Background: an optimization exercise with open tools, aiming at small area, a short achievable clock period and few clock cycles per item. Do not read the settings as production practice. RTL that was checked went through simulation tests only; none was proved equivalent to the original.

== rev 12 ==
// softmax_top
module softmax_top (
  input  logic        clk,
  input  logic        rst_n,
  input  logic [15:0] fifo_data,
  input  logic        fifo_empty,
  output logic        rd_en,
  output logic [15:0] tx_data,
  output logic        tx_empty,
  input  logic        tx_fifo_en,
  input  logic [1:0]  control
);
For scale: ~670 flip-flops, ~40 I/O pins, roughly 0.022 mm² of cells after synthesis.
==> flow/config.mk <==
export PLATFORM = sky130hd
export DESIGN_NAME = softmax_top
export DESIGN_NICKNAME = softmax_top
export VERILOG_FILES = /design/flow/design.v
export SDC_FILE = /design/flow/constraint.sdc
export NUM_CORES = 4
export LEC_CHECK = 0
export CAP_MARGIN = 20
export CORE_MARGIN = 2
export CORE_UTILIZATION = 65
export CTS_BUF_LIST = sky130_fd_sc_hd__clkbuf_16
export CTS_CLUSTER_DIAMETER = 100
export CTS_CLUSTER_SIZE = 28
export SETUP_SLACK_MARGIN = 5.0
export SLEW_MARGIN = 20
==> flow/constraint.sdc <==
create_clock -name core_clock -period 10.0 [get_ports {clk}]
set_input_delay 2.0000 -clock core_clock [delete_from_list [all_inputs] [get_ports {clk}]]
set_output_delay 2.0000 -clock core_clock [all_outputs]
set_load 0.01 [all_outputs]
standard.sh (not shown) runs the stock make flow with config.mk's settings and CLKGATE_MAP_FILE= SYNTH_SCRIPT=/design/flow/synth_recipe.tcl, a recipe that flattens the netlist after the stock synthesis.
==> flow/flow/run.sh <==
#!/bin/bash
# The standard layout (standard.sh), changed only in how hard and where the
# layout is optimised, not in the constraints it is signed off at:
#  - port buffers are sky130_fd_sc_hd__buf_4 instead of the delay cell buffer_ports picks
#    (every port still gets its own buffer),
#  - the pin placer keeps all pins on one edge (-exclude left:* -exclude right:* -exclude bottom:*), so the
#    bypass paths between input and output pins stay short.
# The full make output goes to make_flow.log; ORFS keeps each step's log
# under orfs/logs.
set -uo pipefail
sed -e 's/SETUP_SLACK_MARGIN=[0-9.]*/SETUP_SLACK_MARGIN=6.0 BUFFER_PORTS_ARGS="-buffer_cell sky130_fd_sc_hd__buf_4" PLACE_PINS_ARGS="-exclude left:* -exclude right:* -exclude bottom:*"/' standard.sh > standard_tuned.sh
bash standard_tuned.sh > make_flow.log 2>&1
status=$?
echo "standard flow exit $status"
exit $status
Edits applied to the flow inputs when going from rev 12 to rev 13:
--- a/flow/design.v
+++ b/flow/design.v
@@ -106,24 +106,23 @@
     if (start) sdiv <= acc_next;
   end
   assign cons     = cons_q;
   assign in_ok    = in_ok_q;
   assign take     = run & ~fifo_empty & in_ok;
   assign complete = take & (cnt == 4'd15);
   logic       pvalid;
   logic       pop;
   logic [3:0] ocnt;
   logic       av;
-  logic       ptab_free, xfer;
-  assign pop  = run & tx_fifo_en & av;
-  assign load = (~av | pop) & (diff != 6'd0) & at_op &
-                ((lcnt != 4'd0) | xfer | (pvalid & ~av));
+  logic [5:0] ad;
+  assign pop  = run & tx_fifo_en & av & pvalid;
+  assign load = (~av | pop) & (diff != 6'd0) & at_op;
   logic [3:0] cnt_n, wp_n, rp_n, opm_n;
   logic [4:0] rem_n;
   logic [5:0] diff_n;
   logic       empty_n, spend_n, dbusy_n, hold0_n, cons_n, in_ok_n;
   always_comb begin
     cnt_n  = take ? cnt + 4'd1 : cnt;
     wp_n   = take ? ph1 : wp;
     rem_n  = complete ? 5'd16 : (cons ? rem - 5'd1 : rem);
     rp_n   = (complete | cons) ? ph1 : rp;
     diff_n = diff + 6'(cons) - 6'(load);
@@ -168,20 +167,21 @@
   end
   logic [3:0]  k, k_n;
   logic        f0, fa9, fb7, f12;    
   logic [16:0] ra, rb;
   logic [12:0] qa, qb;
   logic [12:0] qa_n, qb_n;
   logic [16:0] ta, tb;
   logic [17:0] t2a, t2b;
   logic [18:0] sba, sbb;    
   logic        gea, geb;
+  logic        ptab_free, xfer;
   always_comb begin
     ta = f0  ? 17'd2048 :     
          fa9 ? 17'd3264 :     
                ra;
     tb = f0  ? 17'd3014 :     
          fb7 ? 17'd2216 :     
                rb;
     t2a = {ta, 1'b0};
     t2b = {tb, 1'b0};
     sba = {1'b0, t2a} - {1'b0, sdiv};
@@ -244,20 +244,25 @@
   always_ff @(posedge clk) begin
     p0 <= p0_n;
     p1 <= p1_n;
     p2 <= p2_n;
     p3 <= p3_n;
     p4 <= p4_n;
     p5 <= p5_n;
   end
   logic [5:0] lpos_pair;
   assign lpos_pair = opar ? rf1[23:18] : rf0[23:18];    
+  logic [5:0] ad_n;
+  assign ad_n = load ? lpos_pair : ad;
+  always_ff @(posedge clk) begin
+    ad <= ad_n;
+  end
   always_ff @(posedge clk or negedge rst_n) begin
     if (!rst_n) begin
       pvalid <= 1'b0;
       ocnt   <= '0;
       av     <= 1'b0;
       lcnt   <= '0;
       opar   <= 1'b0;
     end else begin
       if (pop) ocnt <= ocnt + 4'd1;
       if (xfer) pvalid <= 1'b1;
@@ -279,18 +284,24 @@
       3'd1:    r = {1'b0, q1};
       3'd2:    r = {2'b0, q2};
       3'd3:    r = {4'b0, q3};
       3'd4:    r = {5'b0, q4};
       3'd5:    r = {7'b0, q5};
       default: r = 8'd0;
     endcase
     prob_of = r;
   endfunction
   logic [15:0] txq;
+  logic        offq;
   always_ff @(posedge clk) begin
-    if (load) txq <= {prob_of(lpos_pair[5:3], p0_n, p1_n, p2_n, p3_n, p4_n, p5_n),
-                      prob_of(lpos_pair[2:0], p0_n, p1_n, p2_n, p3_n, p4_n, p5_n)};
+    txq <= {prob_of(ad_n[5:3], p0_n, p1_n, p2_n, p3_n, p4_n, p5_n),
+            prob_of(ad_n[2:0], p0_n, p1_n, p2_n, p3_n, p4_n, p5_n)};
+  end
+  always_ff @(posedge clk or negedge rst_n) begin
+    if (!rst_n) offq <= 1'b0;
+    else        offq <= (load | (av & ~pop)) &
+                        (xfer | (pvalid & ~(pop & (ocnt == 4'd15))));
   end
   assign rd_en    = run ? in_ok : tx_fifo_en;
   assign tx_data  = run ? txq : fifo_data;
-  assign tx_empty = run ? ~av : fifo_empty;
+  assign tx_empty = run ? ~offq : fifo_empty;
 endmodule
Results
- Rev 13 ended with every stage complete and zero timing, DRC or antenna violations.
- Against rev 12, wire length per cell after detailed routing in rev 13 fell slightly.
- The lower count of plain and timing-repair buffers in the layout came out of rev 13.
- Number of gates resized after cts (lower): rev 12
- Rev 13 vs. rev 12: worst hold margin went down by 12 ps.
- In rev 13 the count of non-filler cells in the finished layout turned out about 0.7% lower than in rev 12.
- The vertical die dimension on rev 13 is in line with that on rev 12.
- Compared with rev 12, in rev 13 multi-input gate share of the layout cell area dropped 0.30 points; number of distinct library cell variants in the gate-level netlist after synthesis decreased by 7.4% relative to the old numbers; simple-gate share of the synthesized area -0.30 points; relative area change from synthesis to final layout shrank by 3.2 points.
Testbench counts of rev 13, summed over its fixed seeds: cycles 3,440, items 192.
For rev 12, only the layout was checked, not whether the RTL still works.

==> re-timing with driven ports <==
Ports are ideal in the flow. The routed layouts listed here were re-timed in OpenROAD.
Step 1 sets driving cells, clkbuf_16 on the clock port and buf_2 on the other inputs (assumed; they add their load-dependent delay and slew).
Step 2 also shifts input and output timing later by t, the mid clock arrival at the registers, as if the neighbouring blocks saw the same clock.
Slacks: no drivers / after step 1 / after step 2; pairs: no drivers / after step 1.
run	t, ns	slack for setup (ns)	worst setup path after step 2	latest minus earliest clock arrival (ns)	pins driven straight from the clock port
rev 12	0.643	5.099 / 5.047 / 4.502	input to register	0.025 / 0.024	1
rev 13	0.645	5.301 / 5.255 / 5.112	input to register	0.041 / 0.041	1
After both steps every run listed still meets setup and hold. The setup slack of rev 12, which loses most, moves by -0.052 ns with the drivers and by -0.597 ns with both steps.
